This design comes from an exercise in tuning for small area on the open sky130 flow, not from production work. At most, simulation tests tie the RTL to the original design; equivalence was not proved. No functional check of the RTL was part of run 2. Power figures rest on the tool's default switching activity, not on a simulated workload. The clock port is modelled as an ideal driver; clocking choices that lean on that would not hold on a real chip.

<file path="flow/design.v">
package branch_target_buffer_pkg;
  localparam int XLEN = 32;
  typedef enum logic [1:0] {
    PCp4_I,
    Jump_R,
    Branch_C,
    Trap_C
  } pcSrc;
  localparam logic [1:0] BTB_CTR_RESET = 2'b01;
  localparam logic [XLEN-1:0] EVEN_MASK = {{(XLEN-1){1'b1}}, 1'b0};
  typedef struct packed {
    logic            valid;
    logic [XLEN-1:0] tag;
    logic [XLEN-1:0] target;
    logic [1:0]      ctr;
  } btbEntry;
  typedef struct packed {
    logic            v;
    logic [XLEN-1:0] pc;
    logic            pred;
    logic [XLEN-1:0] tgt;
  } btbSlot;
endpackage
module branch_target_buffer_counter (
  input  logic [1:0] ctr,
  input  logic       taken,
  output logic [1:0] ctr_next
);
  always_comb begin
    ctr_next = ctr;
    if (taken && ctr != 2'b11)       ctr_next = ctr + 2'd1;
    else if (!taken && ctr != 2'b00) ctr_next = ctr - 2'd1;
  end
endmodule
import branch_target_buffer_pkg::*;
module branch_target_buffer
#(
  parameter int ENTRIES = 16
) (
  input  logic            clk,
  input  logic            reset,
  input  logic [branch_target_buffer_pkg::XLEN-1:0] PC_I,
  output logic            Predict,
  output logic [branch_target_buffer_pkg::XLEN-1:0] Prediction,
  input  logic            StallI,
  input  logic            StallR,
  input  logic            FlushIR,
  input  logic            FlushRC,
  input  branch_target_buffer_pkg::pcSrc PCSrc_R,
  input  logic [branch_target_buffer_pkg::XLEN-1:0] PCpImm_R,
  input  logic            IsControl_C,
  input  logic            IsJump_C,
  input  logic            Taken_C,
  input  logic [branch_target_buffer_pkg::XLEN-1:0] Target_C,
  output logic            PredictionCorrect_R,
  output logic            PredictionCorrect_C
);
  localparam int IDX = $clog2(ENTRIES);
  localparam int TW  = XLEN - IDX - 2;    
  logic [ENTRIES-1:0]           valid_q;
  logic [ENTRIES-1:0][TW-1:0]   tag_q;
  logic [ENTRIES-1:0][XLEN-1:1] target_q;
  logic [ENTRIES-1:0][1:0]      ctr_q;
  logic            r_v_q, r_pred_q, r_hit_q;
  logic [XLEN-1:2] r_pc_q;
  logic [XLEN-1:1] r_tgt_q;
  logic            c_v_q, c_pred_q, c_hit_q;
  logic [XLEN-1:2] c_pc_q;
  logic [XLEN-1:1] c_tgt_q;
  logic [IDX-1:0] idx_i;
  logic           hit_i;
  logic [ENTRIES-1:0] sel_i;
  logic               e_v, e_c1;
  logic [TW-1:0]      e_tag;
  logic [XLEN-1:1]    e_tgt;
  assign idx_i = PC_I[IDX+1:2];
  logic [3:0]          g_v, g_c1;
  logic [3:0][TW-1:0]  g_tag;
  logic [3:0][XLEN-1:1] g_tgt;
  always_comb begin
    for (int i = 0; i < ENTRIES; i++) sel_i[i] = (idx_i == IDX'(i));
    for (int k = 0; k < 4; k++) begin
      g_v[k]   = ((sel_i[4*k]   & valid_q[4*k])   | (sel_i[4*k+1] & valid_q[4*k+1])) |
                 ((sel_i[4*k+2] & valid_q[4*k+2]) | (sel_i[4*k+3] & valid_q[4*k+3]));
      g_c1[k]  = ((sel_i[4*k]   & ctr_q[4*k][1])   | (sel_i[4*k+1] & ctr_q[4*k+1][1])) |
                 ((sel_i[4*k+2] & ctr_q[4*k+2][1]) | (sel_i[4*k+3] & ctr_q[4*k+3][1]));
      g_tag[k] = (({TW{sel_i[4*k]}}   & tag_q[4*k])   | ({TW{sel_i[4*k+1]}} & tag_q[4*k+1])) |
                 (({TW{sel_i[4*k+2]}} & tag_q[4*k+2]) | ({TW{sel_i[4*k+3]}} & tag_q[4*k+3]));
      g_tgt[k] = (({(XLEN-1){sel_i[4*k]}}   & target_q[4*k])   | ({(XLEN-1){sel_i[4*k+1]}} & target_q[4*k+1])) |
                 (({(XLEN-1){sel_i[4*k+2]}} & target_q[4*k+2]) | ({(XLEN-1){sel_i[4*k+3]}} & target_q[4*k+3]));
    end
    e_v   = (g_v[0]   | g_v[1])   | (g_v[2]   | g_v[3]);
    e_c1  = (g_c1[0]  | g_c1[1])  | (g_c1[2]  | g_c1[3]);
    e_tag = (g_tag[0] | g_tag[1]) | (g_tag[2] | g_tag[3]);
    e_tgt = (g_tgt[0] | g_tgt[1]) | (g_tgt[2] | g_tgt[3]);
  end
  assign hit_i = e_v && (e_tag == PC_I[XLEN-1:IDX+2]);
  assign Predict    = hit_i && e_c1;
  assign Prediction = hit_i ? {e_tgt, 1'b0} : '0;
  logic [IDX-1:0] idx_c;
  logic [1:0]     ctr_c, ctr_step, ctr_new;
  logic           train, wr, wr_ctr, alloc;
  assign idx_c  = c_pc_q[IDX+1:2];
  assign ctr_c  = ctr_q[idx_c];
  assign train  = c_v_q && IsControl_C && !StallR;
  assign wr     = train && (Taken_C || (c_hit_q && IsJump_C));
  assign wr_ctr = train && (Taken_C || c_hit_q);
  assign alloc  = train && !c_hit_q && Taken_C;
  branch_target_buffer_counter u_ctr (
    .ctr      (ctr_c),
    .taken    (Taken_C),
    .ctr_next (ctr_step)
  );
  assign ctr_new = IsJump_C ? 2'b11 : (c_hit_q ? ctr_step : 2'b10);
  logic same_ic, eq_ic, same_rc, eq_rc;
  logic hit_i_new, r_hit_new;
  assign same_ic = (PC_I[IDX+1:2] == idx_c);
  assign eq_ic   = (PC_I[XLEN-1:IDX+2] == c_pc_q[XLEN-1:IDX+2]);
  assign same_rc = (r_pc_q[IDX+1:2] == idx_c);
  assign eq_rc   = (r_pc_q[XLEN-1:IDX+2] == c_pc_q[XLEN-1:IDX+2]);
  assign hit_i_new = (alloc && same_ic) ? eq_ic : hit_i;
  assign r_hit_new = (alloc && same_rc) ? eq_rc : r_hit_q;
  always_ff @(posedge clk or posedge reset) begin
    if (reset) begin
      valid_q <= '0;
      r_v_q   <= 1'b0;
      c_v_q   <= 1'b0;
    end else begin
      for (int i = 0; i < ENTRIES; i++)
        if (wr && (idx_c == IDX'(i))) valid_q[i] <= 1'b1;
      if (FlushIR)      r_v_q <= 1'b0;
      else if (!StallI) r_v_q <= 1'b1;
      if (FlushRC)      c_v_q <= 1'b0;
      else if (!StallR) c_v_q <= (StallI && !FlushIR) ? 1'b0 : r_v_q;
    end
  end
  always_ff @(posedge clk) begin
    for (int i = 0; i < ENTRIES; i++) begin
      if (wr && (idx_c == IDX'(i))) begin
        tag_q[i]    <= c_pc_q[XLEN-1:IDX+2];
        target_q[i] <= Target_C[XLEN-1:1];
      end
      if (wr_ctr && (idx_c == IDX'(i))) ctr_q[i] <= ctr_new;
    end
    if (!StallI) begin
      r_pc_q   <= PC_I[XLEN-1:2];
      r_pred_q <= Predict;
      r_tgt_q  <= Prediction[XLEN-1:1];
      r_hit_q  <= hit_i_new;
    end else begin
      r_hit_q  <= r_hit_new;
    end
    if (!StallR) begin
      c_pc_q   <= r_pc_q;
      c_pred_q <= r_pred_q;
      c_tgt_q  <= r_tgt_q;
      c_hit_q  <= r_hit_new;
    end
  end
  assign PredictionCorrect_R = r_v_q && r_pred_q && (PCSrc_R == Jump_R) &&
                               (r_tgt_q == PCpImm_R[XLEN-1:1]);
  assign PredictionCorrect_C = c_v_q && IsControl_C && (c_pred_q == Taken_C) &&
                               (!Taken_C || (c_tgt_q == Target_C[XLEN-1:1]));
endmodule
</file>
<file path="flow/flow/run.sh">
#!/bin/bash
# Standard layout, except:
#  - synthesis maps the logic with an area-oriented ABC script (abc_area_nf.script);
#  - ports are buffered with buf_1;
#  - the clock tree uses clkbuf_16 sink clusters of up to 30 and no dummy loads.
# Each tool's output goes to the ORFS logs under orfs/logs; make's output to *.log here.
set -euo pipefail
HERE=$(pwd)
rm -rf "$HERE/scripts_mod"
cp -r "$FLOW_HOME/scripts" "$HERE/scripts_mod"
cp "$HERE/flow/abc_area_nf.script" "$HERE/scripts_mod/abc_speed.script"
export BUFFER_PORTS_ARGS="-buffer_cell sky130_fd_sc_hd__buf_1"
export CTS_ARGS="-sink_clustering_enable -repair_clock_nets -dont_use_dummy_load -buf_list sky130_fd_sc_hd__clkbuf_16 -sink_clustering_size 30 -sink_clustering_max_diameter 100"
SCRIPTS_DIR="$HERE/scripts_mod" bash standard.sh synth > synth.log 2>&1
bash standard.sh > standard.log 2>&1
</file>
<file path="flow/flow/abc_area_nf.script">
&get -n
&st
&dch -f
&nf -a -R 1000
&put
topo
</file>
<file path="flow/standard.sh">
#!/bin/bash
# synth_recipe.tcl (not shown) runs the flow's synth.tcl, then flattens the netlist and writes it again
# the make line also repeats each setting of config.mk as NAME=value (left out here)
make -C /OpenROAD-flow-scripts/flow DESIGN_CONFIG=/design/flow/config.mk WORK_HOME=/design/flow/orfs CLKGATE_MAP_FILE= SYNTH_SCRIPT=/design/flow/synth_recipe.tcl "${@:-finish}"
</file>
<file path="flow/config.mk">
export PLATFORM = sky130hd
export DESIGN_NAME = branch_target_buffer
export DESIGN_NICKNAME = branch_target_buffer
export VERILOG_FILES = /design/flow/design.v
export SDC_FILE = /design/flow/constraint.sdc
export NUM_CORES = 4
export LEC_CHECK = 0
export CAP_MARGIN = 20
export CORE_MARGIN = 2
export CORE_UTILIZATION = 40
export SLEW_MARGIN = 20
</file>
<file path="flow/constraint.sdc">
create_clock -name core_clock -period 7.0 [get_ports {clk}]
set_input_delay 1.4000 -clock core_clock [delete_from_list [all_inputs] [get_ports {clk}]]
set_output_delay 1.4000 -clock core_clock [all_outputs]
set_load 0.01 [all_outputs]
</file>
==> results of run 1 <==
[cells in the final DEF (no fill, tap or decap), drive strengths merged, types with 2 or more instances in the layout]
| cell type | count |
|---|---|
| a22oi | 280 |
| ha | 2 |
| dfrtp | 18 |
| a222oi | 101 |
| nand2b | 6 |
| nand4b | 2 |
| or3 | 2 |
| nor2 | 69 |
| a22o | 20 |
| xnor2 | 61 |
| o21ai | 10 |
| and4 | 15 |
| or2 | 17 |
| a211oi | 9 |
| nand3 | 5 |
| edfxtp | 1069 |
| a221oi | 25 |
| nand2 | 59 |
| o22ai | 7 |
| nor3 | 26 |
| clkinv | 20 |
| a31oi | 26 |
| clkbuf | 44 |
| buf | 261 |
| a21oi | 33 |
| nand4 | 76 |
| and3 | 13 |
| nor4 | 21 |
| xor2 | 59 |
| nor2b | 5 |
[worst max path at each step]
stage / startpoint / end / slack, ps / cells past startpoint
6_report: PC_I[2] / Prediction[18] / 200 / 19
5_1_grt: PC_I[2] / Prediction[23] / 2 / 19
4_1_cts: PC_I[2] / Prediction[23] / 10 / 18
3_5_place_dp: PC_I[2] / Prediction[18] / 30 / 18
3_3_place_gp: PC_I[2] / Prediction[5] / -140 / 17
2_1_floorplan: PC_I[5] / Predict / 220 / 12
[cell type report]
class                   count  area [sq um]  share of cell area
clock buffers              42          1050              0.0239
inverters                  20          77.6             0.00176
multi-input cells         959          7060               0.160
flip-flops and latches   1088         32600               0.739
well taps                1287          1610              0.0366
repair buffers            263          1670              0.0380
[per-stage QoR]
step                      power [mW]  instances  worst slack, ps  instance area, sq um
after floorplan                 7.66       2068              222                 39600
after global placement          7.94       3600             -143                 42800
after detailed placement        7.96       3600             30.0                 42800
after CTS                       10.8       3642             12.9                 43900
after global routing            11.0       3659             1.60                 44000
final                           10.7       3659              202                 44000
[metal layers]
| metal | wire length, um | share of wire | GRT usage |
|---|---|---|---|
| met2 | 53600 | 0.47 | 0.356 |
| met1 | 45400 | 0.40 | 0.311 |
| met4 | 2760 | 0.024 | 0.0548 |
| met5 | 38 | 0.00033 | 0 |
| met3 | 12200 | 0.11 | 0.0357 |
[repair_timing]
action                                  in CTS  in global routing
resized for setup                            0                  9
endpoints found under the setup margin       0                 32
setup buffers                                0                 17
[logic make-up after synthesis]
group	count (synthesis)	share of synthesized area
adder cells (fa/ha/maj)	2	0.000634
AO/OA/AOI/OAI	516	0.102
buffers and inverters	21	0.00209
flip-flops	1088	0.825
AND/OR/NAND/NOR	320	0.0428
other	1	0.0000950
XOR/XNOR	120	0.0266
[power groups by stage]
stage / Combinational [mW] / Sequential (mW) / Clock, mW
2_1_floorplan: 0.245 / 7.42 / 0
5_1_grt: 0.555 / 7.31 / 3.16
4_1_cts: 0.509 / 7.30 / 2.95
3_3_place_gp: 0.496 / 7.44 / 0
3_5_place_dp: 0.507 / 7.45 / 0
6_report: 0.517 / 7.30 / 2.92
[critical path, stage by stage]
cell	delay, ps
buf_1	280
buf_4	250
nand2_2	160
nor2_4	440
buf_12	220
a22oi_1	100
nand4_1	130
nor2_1	80
xor2_1	170
nand4_1	210
nor4_1	350
nand4_1	140
nor4_1	280
buf_4	190
clkinv_1	140
buf_12	220
a31oi_1	220
buf_4	180
buf_1	160
[registers in the layout, summed over array words and instances (netlist names), 16 cells and up]
signal	cells
target_q	496
c_pc_q	30
r_pc_q	30
valid_q	16
ctr_q	32
c_tgt_q	31
tag_q	416
r_tgt_q	31
==> reports/qor.txt, run 1 <==
Slew Limit Fails -> 0
clk buf depth -> 3
Seq cells post-synth -> 1088
drt pass-1 iters -> 10
max_cap viols -> 0
number of synthesized flops with an enable pin -> 1069
P&R area growth vs syn -> 11.6%
HP Class -> flip-flop to flip-flop
crit path DAT -> 5400 ps
DRC viols -> 0
Port Buffer Count -> 136
Syn. warnings -> 2
R2R setup slack -> 3120 ps
worst rel slew slack -> 0.317
Comb pwr share -> 0.048
Synth area leader -> edfxtp_1
power density cells -> 244 nW/um^2
core area -> 98100 sq um
die height -> 318 um
DR vias/cell -> 6.20
Synth top area share -> 0.813
first-pass GRT wire length -> 160000 um
Mapped Cells -> 2068
Routed wire per std cell -> 31.2 um
Layout fillers -> 8402
switch share -> 0.211
Post-CTS Hold Fix Bufs -> 0
Static Leak -> 13.2 nW
Final period util -> 0.971
Netlist Area Pre-Place -> 39500 sq um
syn_area_per_cell -> 19.1 sq um
Tmin final -> 6800 ps
final hold vios -> 0
Worst-Margin Slew -> 1020 ps
Num CTS Buffers -> 42
width of the die -> 318 um
Net Sw Power -> 2.27 mW
largest net degree at the start of global routing -> 47
hold_sp -> r_tgt_q[30]$_DFFE_PN_
worst hold slack -> 468 ps
critical path startpoint category -> input pin
vias in the first global route -> 22300
Worst EP required -> 5600 ps
worst skew pair latency -> 650 ps
clock share of power -> 0.272
Synth area leaders -> edfxtp_1 (81%), a22oi_1 (5.3%), a222oi_1 (2.6%)
Core Util, Final -> 0.449
clk_skew -> 61.5 ps
Crit. End Element -> output pin
RePlAce Congestion -> 0.810
layout cells sized above 1 -> 0.0902
drt initial violations -> 3466
worst vdd ir -> 0.167 mV
Seq/Total Area, Yosys -> 0.825
Reg2Reg Depth -> 11
worst r2r src -> c_pc_q[3]$_DFFE_PN_
status -> complete, no violations
sequential power share -> 0.680
initial antenna violation count -> 5
CTS tree -> yes
# IOs -> 142
worst reg2reg path endpoint -> ctr_q[3]$_DFFE_PP_
area of the die -> 101000 sq um
ys async rst share -> 0.0165
# H-tree levels -> 2
P_int -> 8.47 mW
antenna-violating nets left -> 0
nets -> 2483
Sink Count -> 1088
CTS root buffer -> clkbuf_16
fmax -> 147 MHz
syn_nets -> 2177
ANT cells -> 0
Setup CP Type -> input pin to output pin
worst hold endpoint -> c_tgt_q[30]$_DFFE_PN_
routed wire length -> 114000 um
Netlist cell types -> 40
most used flip-flop cell after synthesis -> edfxtp_1
endpoints failing setup -> 0
initial core utilization -> 0.402
Vias -> 22700
RSZ-0062 raised after global routing -> no
detailed placement HPWL -> 66200 um
most frequent cell after synthesis -> edfxtp_1
worst hold stages -> 0
CP Max Fanout -> 31
floorplan row count -> 115
GRT overflow -> 0
top post-synthesis cells by count -> edfxtp_1 (1069), a22oi_1 (280), a222oi_1 (101)
TNS Setup -> 0 ps
CTS clock-pin slew for the worst setup and hold paths -> 110 ps
overall routing resource usage -> 0.219
==> run 2, diff against run 1 <==
--- a/flow/design.v
+++ b/flow/design.v
@@ -145,7 +145,7 @@
     if (!StallI) begin
       r_pc_q   <= PC_I[XLEN-1:2];
       r_pred_q <= Predict;
-      r_tgt_q  <= Prediction[XLEN-1:1];
+      r_tgt_q  <= e_tgt;    
       r_hit_q  <= hit_i_new;
     end else begin
       r_hit_q  <= r_hit_new;
==> run 2 against run 1 <==
Still clean. Synthesized area rose by 0.38%. Sequential power grew 0.5%. Wire length down 0.97%. Global-route usage decreased by 0.22 points. Clock skew is 2.5 ps higher. Clock-buffer cell count increased by 1. Combinational power grew 8.3%. Sequential share of layout area fell by 0.076 points. Clock power about the same. Hold slack improved by 13 ps. Critical endpoint is now Predict.
==> reports/qor.txt, run 2 <==
Mapped Cells -> 2102 (+1.6%)
most used flip-flop cell after synthesis -> edfxtp_1
P&R area growth vs syn -> 11.3%
floorplan row count -> 115 (unchanged)
Synth area leader -> edfxtp_1
final total power -> 10.8 mW (+0.81%)
DRC viols -> 0 (unchanged)
Seq cells post-synth -> 1088 (unchanged)
worst skew pair latency -> 640 ps (about the same)
Seq/Total Area, Yosys -> 0.822 (-0.00315)
CTS root buffer -> clkbuf_16
core area -> 98300 sq um (+0.15%)
CTS tree -> yes
clk buf depth -> 3 (unchanged)
status -> complete, no violations
Sink Count -> 1088 (unchanged)
crit-path cells -> buf_1 -> buf_4 -> nand2_1 -> nor2_4 -> buf_12 -> a22oi_1 -> nand4_1 -> nor2_1 -> a22oi_1 -> o21ai_0 -> a2111oi_0 -> nand4_1 -> buf_4 -> a31oi_1 -> buf_4 -> buf_1
area of the die -> 102000 sq um (+0.38%)
Worst EP required -> 5600 ps (about the same)
R2R setup slack -> 3170 ps (+50 ps)
CP max stage cell -> nor2_4
Synth area leaders -> edfxtp_1 (81%), a22oi_1 (5.9%), a222oi_1 (2.7%)
syn_nets -> 2211 (+1.6%)
critical path startpoint category -> input pin
Finished Cell Area -> 44100 sq um (+0.10%)
commonest non-fill, non-tap cell in the layout -> edfxtp_1
worst rel slew slack -> 0.253 (-0.0643)
top post-synthesis cells by count -> edfxtp_1 (1069), a22oi_1 (312), a222oi_1 (105)
CTS clock-pin slew for the worst setup and hold paths -> 110 ps (about the same)
Tmin final -> 6740 ps (-53.3 ps)
die height -> 319 um (+0.19%)
layout cells sized above 1 -> 0.0818 (-0.00842)
first-pass GRT wire length -> 159000 um (-0.75%)
Placed Area -> 42800 sq um (about the same)
# H-tree levels -> 2 (unchanged)
# IOs -> 142 (unchanged)
HP Class -> flip-flop to flip-flop
vias in the first global route -> 22200 (-0.36%)
clk_skew -> 64.0 ps (+2.50 ps)
width of the die -> 319 um (+0.19%)
RSZ-0062 raised after global routing -> no
max_cap viols -> 0 (unchanged)
largest net degree at the start of global routing -> 58 (+23%)
initial antenna violation count -> 11 (+6)
largest reg by FF count -> target_q
worst vdd ir -> 0.209 mV (+25%)
Final period util -> 0.964 (-0.00762)
most used cell, CP -> buf_4
largest stage delay on the critical path -> 490 ps (+50 ps)
number of flip-flops in the largest register -> 496 (unchanged)
Core Util, Final -> 0.449 (about the same)
Static Leak -> 13.3 nW (+0.37%)
largest registers -> target_q: 496 flops, tag_q: 416 flops, ctr_q: 32 flops
syn_area_per_cell -> 18.8 sq um (-1.2%)
most frequent cell after synthesis -> edfxtp_1
Port Buffer Count -> 136 (unchanged)
overall routing resource usage -> 0.217 (-0.00221)
Synth top area share -> 0.810 (-0.00311)
Syn. warnings -> 2 (unchanged)
Vias -> 22400 (-1.1%)
Routed wire per std cell -> 30.6 um (-1.7%)
RePlAce Congestion -> 0.843 (+4.1%)
Num CTS Buffers -> 43 (+2.4%)
ys async rst share -> 0.0165 (unchanged)
detailed placement HPWL -> 65300 um (-1.3%)
Slew Limit Fails -> 0 (unchanged)
worst hold slack -> 482 ps (+13.5 ps)
drt pass-1 iters -> 8 (-2)
initial core utilization -> 0.403 (+0.000952)
crit path DAT -> 5340 ps (-60 ps)
nets -> 2507 (+0.97%)
fmax -> 148 MHz (+0.79%)
DR vias/cell -> 6.08 (-1.9%)
power density cells -> 246 nW/um^2 (+0.71%)
endpoints failing setup -> 0 (unchanged)
commonest cells after routing, fill and taps aside -> edfxtp_1 (1069), a22oi_1 (312), buf_1 (135)
Crit. End Element -> output pin
drt initial violations -> 3075 (-11%)
Setup CP Type -> input pin to output pin
CP Max Fanout -> 20 (-35%)
Netlist cell types -> 41 (+2.5%)
final hold vios -> 0 (unchanged)
Netlist Area Pre-Place -> 39600 sq um (+0.38%)
routed wire length -> 113000 um (-0.97%)
antenna-violating nets left -> 0 (unchanged)
number of synthesized flops with an enable pin -> 1069 (unchanged)
GRT overflow -> 0 (unchanged)
Worst-Margin Slew -> 1120 ps (+106 ps)
[run 2: cell count changes after synthesis, moves of 5 or more]
cell	delta
a22oi_1	+32
xnor2_1	+17
a221oi_1	-17
nor2b_1	+31
a31oi_1	-25
a22o_1	-17
xor2_1	-16
nor2_1	-11
a211oi_1	-5
nand3_1	+30
[run 2: kinds of logic (layout without fill, tap and decap cells)]
group	Yosys count	after routing	share of synthesized area
buffers and inverters	21	315	0.00208
adders and majority gates	2	2	0.000632
DFF	1088	1088	0.822
and+or+nand+nor	373	373	0.0505
other	1	6	0.0000947
xor gates and xnor gates	121	121	0.0268
AOI/OAI and AO/OA	496	496	0.0977
[run 2: cell type report]
| class | instances | area (sq um) |
|---|---|---|
| fillers | 8366 | 54200 |
| repair buffers | 252 | 1550 |
| multi-input cells | 993 | 7200 |
| flip-flops and latches | 1088 | 32600 |
| well taps | 1287 | 1610 |
| diodes | 5 | 12.5 |
| clock buffers | 43 | 1080 |
| inverters | 20 | 77.6 |
[run 2: worst max-delay path, delay by kind of cell]
family | cells | cell delay (ps)
AOI/OAI and AO/OA | 5 | 1200
buffers and inverters | 6 | 1430
and+or+nand+nor | 5 | 1270
[run 2: worst paths after layout]
check	cells past startpoint	start	endpoint
setup / recovery	16	PC_I[4]	Predict
setup reg to reg	11	c_pc_q[3]$_DFFE_PN_	ctr_q[7]$_DFFE_PP_
hold / removal	0	r_pc_q[19]$_DFFE_PN_	c_pc_q[19]$_DFFE_PN_
max in group asynchronous	2	reset	valid_q[11]$_DFFE_PP0P_
min in group asynchronous	2	reset	valid_q[9]$_DFFE_PP0P_
hold reg to reg	0	r_pc_q[19]$_DFFE_PN_	c_pc_q[19]$_DFFE_PN_
[run 2: power breakdown]
group	internal [mW]	switching [mW]
clock	1.11	1.82
sequential	7.24	0.0912
combinational	0.183	0.377
total	8.54	2.29
[run 2: per-stage QoR]
stage | setup slack, ps | setup TNS (ps) | std cells
after floorplan | 360 | 0 | 2102
after global placement | 10.8 | 0 | 3624
after detailed placement | -95.2 | -129 | 3624
after CTS | 107 | 0 | 3670
after global routing | 15.3 | 0 | 3686
final | 255 | 0 | 3688
[run 2: layer usage]
layer,vias up,part of all wire,global-route usage
met5,-,0.00034,0
met4,6,0.026,0.0589
met3,151,0.086,0.0281
met2,1158,0.49,0.370
met1,11700,0.40,0.294
li1,9458,-,-
[run 2: what timing repair did]
| action | CTS | global route |
|---|---|---|
| cloned | 0 | 0 |
| hold buffers | 0 | 0 |
| pin swaps | 1 | 5 |
| gates resized for setup | 1 | 0 |
| setup buffers | 3 | 13 |
| setup endpoints to repair | 10 | 15 |
==> run 3, diff against run 2 <==
--- a/flow/design.v
+++ b/flow/design.v
@@ -69,7 +69,7 @@
   logic [XLEN-1:1] c_tgt_q;
   logic [IDX-1:0] idx_i;
   logic           hit_i;
-  logic [ENTRIES-1:0] sel_i;
+  logic [ENTRIES-1:0] sel_i, selv_i;
   logic               e_v, e_c1;
   logic [TW-1:0]      e_tag;
   logic [XLEN-1:1]    e_tgt;
@@ -78,7 +78,10 @@
   logic [3:0][TW-1:0]  g_tag;
   logic [3:0][XLEN-1:1] g_tgt;
   always_comb begin
-    for (int i = 0; i < ENTRIES; i++) sel_i[i] = (idx_i == IDX'(i));
+    for (int i = 0; i < ENTRIES; i++) begin
+      sel_i[i]  = (idx_i == IDX'(i));
+      selv_i[i] = sel_i[i] & valid_q[i];    
+    end
     for (int k = 0; k < 4; k++) begin
       g_v[k]   = ((sel_i[4*k]   & valid_q[4*k])   | (sel_i[4*k+1] & valid_q[4*k+1])) |
                  ((sel_i[4*k+2] & valid_q[4*k+2]) | (sel_i[4*k+3] & valid_q[4*k+3]));
@@ -86,8 +89,8 @@
                  ((sel_i[4*k+2] & ctr_q[4*k+2][1]) | (sel_i[4*k+3] & ctr_q[4*k+3][1]));
       g_tag[k] = (({TW{sel_i[4*k]}}   & tag_q[4*k])   | ({TW{sel_i[4*k+1]}} & tag_q[4*k+1])) |
                  (({TW{sel_i[4*k+2]}} & tag_q[4*k+2]) | ({TW{sel_i[4*k+3]}} & tag_q[4*k+3]));
-      g_tgt[k] = (({(XLEN-1){sel_i[4*k]}}   & target_q[4*k])   | ({(XLEN-1){sel_i[4*k+1]}} & target_q[4*k+1])) |
-                 (({(XLEN-1){sel_i[4*k+2]}} & target_q[4*k+2]) | ({(XLEN-1){sel_i[4*k+3]}} & target_q[4*k+3]));
+      g_tgt[k] = (({(XLEN-1){selv_i[4*k]}}   & target_q[4*k])   | ({(XLEN-1){selv_i[4*k+1]}} & target_q[4*k+1])) |
+                 (({(XLEN-1){selv_i[4*k+2]}} & target_q[4*k+2]) | ({(XLEN-1){selv_i[4*k+3]}} & target_q[4*k+3]));
     end
     e_v   = (g_v[0]   | g_v[1])   | (g_v[2]   | g_v[3]);
     e_c1  = (g_c1[0]  | g_c1[1])  | (g_c1[2]  | g_c1[3]);
==> run 3 against run 2 <==
Still clean on timing, DRC and antenna. Power is 1.9% lower. Critical path depth did not move. Synthesized cell count down 0.81%. Largest power group unchanged. Highest routed layer unchanged.
==> reports/qor.txt, run 3 <==
status -> complete, no violations
multi-input logic area -> 7210 sq um (+0.16%)
worst hold slack -> 476 ps (-5.38 ps)
commonest cells after routing, fill and taps aside -> edfxtp_1 (1069), a22oi_1 (257), buf_1 (136)
Tmin final -> 6580 ps (-168 ps)
crit path DAT -> 5180 ps (-160 ps)
final hold vios -> 0 (unchanged)
Synth area leaders -> edfxtp_1 (81%), a22oi_1 (4.9%), a222oi_1 (2.6%)
Final period util -> 0.939 (-0.0241)
Synth area leader -> edfxtp_1
width of the die -> 319 um (about the same)
core area -> 98300 sq um (unchanged)
Core Util, Final -> 0.446 (-0.00267)
DR vias/cell -> 6.11 (+0.45%)
endpoints failing setup -> 0 (unchanged)
Seq/Total Area, Yosys -> 0.822 (about the same)
worst r2r src -> c_pc_q[3]$_DFFE_PN_
drt initial violations -> 3234 (+5.2%)
TNS Setup -> 0 ps (unchanged)
Vias -> 22200 (-0.81%)
clk buf depth -> 3 (unchanged)
largest net degree at the start of global routing -> 66 (+14%)
Syn. warnings -> 2 (unchanged)
Static Leak -> 13.0 nW (-1.6%)
Mapped Cells -> 2085 (-0.81%)
worst skew pair latency -> 620 ps (-20 ps)
fmax -> 152 MHz (+2.6%)
vias in the first global route -> 21500 (-3.0%)
Netlist cell types -> 37 (-9.8%)
worst hold endpoint -> c_pred_q$_DFFE_PN_
clk_skew -> 48.6 ps (-15.4 ps)
number of flip-flops in the largest register -> 496 (unchanged)
power density cells -> 242 nW/um^2 (-1.3%)
GRT overflow -> 0 (unchanged)
overall routing resource usage -> 0.211 (-0.00643)
floorplan row count -> 115 (unchanged)
Synth top area share -> 0.810 (about the same)
Setup CP Type -> input pin to output pin
CTS root buffer -> clkbuf_16
Worst-Margin Slew -> 1010 ps (-112 ps)
Routed wire per std cell -> 30.2 um (-1.5%)
DRC viols -> 0 (unchanged)
R2R setup slack -> 3120 ps (-50 ps)
Sink Count -> 1088 (unchanged)
Reg2Reg Depth -> 11 (unchanged)
commonest non-fill, non-tap cell in the layout -> edfxtp_1
worst vdd ir -> 0.171 mV (-18%)
HP Class -> flip-flop to flip-flop
CTS tree -> yes
Port Buffer Count -> 136 (unchanged)
CP Max Fanout -> 33 (+65%)
most frequent cell after synthesis -> edfxtp_1
routed wire length -> 110000 um (-2.7%)
P&R area growth vs syn -> 10.6%
most used flip-flop cell after synthesis -> edfxtp_1
area of the die -> 102000 sq um (about the same)
Worst EP required -> 5600 ps (about the same)
RSZ-0062 raised after global routing -> no
FF+latch area -> 32600 sq um (unchanged)
Netlist Area Pre-Place -> 39600 sq um (about the same)
top post-synthesis cells by count -> edfxtp_1 (1069), a22oi_1 (257), a222oi_1 (104)
largest reg by FF count -> target_q
# H-tree levels -> 2 (unchanged)
Slew Limit Fails -> 0 (unchanged)
Layout fillers -> 8312 (-0.65%)
worst reg2reg path endpoint -> ctr_q[1]$_DFFE_PP_
Seq cells post-synth -> 1088 (unchanged)
hold_sp -> r_pred_q$_DFFE_PN_
worst hold stages -> 0 (unchanged)
antenna-violating nets left -> 0 (unchanged)
largest registers -> target_q: 496 flops, tag_q: 416 flops, ctr_q: 32 flops
syn_nets -> 2194 (-0.77%)
initial antenna violation count -> 6 (-5)
Finished Cell Area -> 43800 sq um (-0.60%)
first-pass GRT wire length -> 155000 um (-2.5%)
initial core utilization -> 0.403 (about the same)
Num CTS Buffers -> 42 (-2.3%)
worst rel slew slack -> 0.327 (+0.0745)
drt pass-1 iters -> 10 (+2)
critical path startpoint category -> input pin
detailed placement HPWL -> 60800 um (-7.0%)
Placed Area -> 42700 sq um (-0.25%)
ys async rst share -> 0.0165 (unchanged)
layout cells sized above 1 -> 0.0744 (-0.00743)
max_cap viols -> 0 (unchanged)
# IOs -> 142 (unchanged)
final total power -> 10.6 mW (-1.9%)
nets -> 2464 (-1.7%)
CTS clock-pin slew for the worst setup and hold paths -> 110 ps (about the same)
die height -> 319 um (about the same)
number of synthesized flops with an enable pin -> 1069 (unchanged)
Crit. End Element -> output pin
syn_area_per_cell -> 19.0 sq um (+0.82%)
RePlAce Congestion -> 0.827 (-2.0%)
-- run 3: area by class of cell --
| type | instances | area share |
|---|---|---|
| inverters | 14 | 0.00126 |
| clock buffers | 42 | 0.0240 |
| well taps | 1287 | 0.0367 |
| multi-input cells | 982 | 0.165 |
| diodes | 2 | 0.000114 |
| flip-flops and latches | 1088 | 0.743 |
| repair buffers | 227 | 0.0303 |
-- run 3: layer usage --
layer  track usage  vias to the layer above  wire length, um
li1              -                     9358                -
met1         0.307                    11600            45200
met2         0.336                     1138            51800
met3        0.0287                      148            10100
met4        0.0522                        8             2630
met5             0                        -               51
-- run 3: worst max-delay path by stage --
stage / cells past startpoint / from / endpoint / slack [ps]
after floorplan: 11 / PC_I[2] / Predict / 200
after global placement: 15 / PC_I[3] / Predict / 190
after detailed placement: 15 / PC_I[3] / Predict / 110
after CTS: 15 / PC_I[3] / Predict / 100
after global routing: 15 / PC_I[5] / Predict / 160
final: 16 / PC_I[5] / Predict / 420
-- run 3: logic make-up after synthesis --
kind of cell | Yosys count | share of synthesized area
and+or+nand+nor | 391 | 0.0540
buffers and inverters | 15 | 0.00152
adders and majority gates | 2 | 0.000632
xor gates and xnor gates | 126 | 0.0279
other | 1 | 0.0000947
AOI/OAI and AO/OA | 462 | 0.0938
DFF | 1088 | 0.822
-- run 3: stage by stage --
stage | cells | setup slack (ps)
2_1_floorplan | 2085 | 195
3_3_place_gp | 3595 | 192
3_5_place_dp | 3596 | 114
4_1_cts | 3638 | 98.7
5_1_grt | 3641 | 159
6_report | 3642 | 424
-- run 3: where the power goes --
part | internal [mW] | leakage, nW | total (mW) | switching [mW]
clock network | 1.09 | 0.518 | 2.87 | 1.78
registers | 7.23 | 9.99 | 7.32 | 0.0866
logic | 0.141 | 2.54 | 0.440 | 0.299
-- run 3: worst max-delay path, stage by stage --
cell and delay, ps:
buf_1 290, buf_4 240, nand2b_1 280, nor2_2 90
buf_12 200, a22oi_1 210, nand4_1 150, nor2_1 220
xnor2_1 180, nor4_2 340, nand3_1 200, nor4_4 410
buf_12 260, clkinv_1 90, a31oi_1 380, buf_1 200
-- run 3: timing repair --
| action | 4_1_cts | 5_1_grt |
|---|---|---|
| buffers inserted | 0 | 2 |
| endpoints found under the hold margin | 0 | 0 |
| setup endpoints to repair | 0 | 1 |
| gates resized for setup | 0 | 3 |
| hold buffers | 0 | 0 |

[port drivers added, routing unchanged]
The results above use ideal ports. As a check the final layouts listed here were re-extracted and re-timed, cells and wires unchanged.
Step 1 (the two cells are an assumption about what drives the block):
set clk [get_ports {clk}]
set_driving_cell -lib_cell sky130_fd_sc_hd__clkbuf_16 $clk
set_driving_cell -lib_cell sky130_fd_sc_hd__buf_2 [delete_from_list [all_inputs] $clk]
Step 2 times the ports against the registers' clock, not the clock port: input delays grow and output delays shrink by t, the midpoint of the rising clock arrivals with the driver on.
Three values: ideal, step 1, step 2; two values: the first two.
run	t, ns	setup WS [ns]	hold slack, ns	slew at the worst register clock pin (ns)	worst slew at a driven data input, ns
run 1	0.682	0.202 / 0.170 / 0.170	0.468 / 0.468 / 0.468	0.11 / 0.11	0.19
run 2	0.673	0.255 / 0.119 / 0.119	0.482 / 0.482 / 0.482	0.12 / 0.12	0.16
run 3	0.662	0.424 / 0.326 / 0.326	0.476 / 0.476 / 0.476	0.11 / 0.11	0.14
After both steps setup and hold are still met in every run listed. For run 2, which loses most, drivers alone change the setup slack by -0.136 ns; drivers and shift together by -0.136 ns.
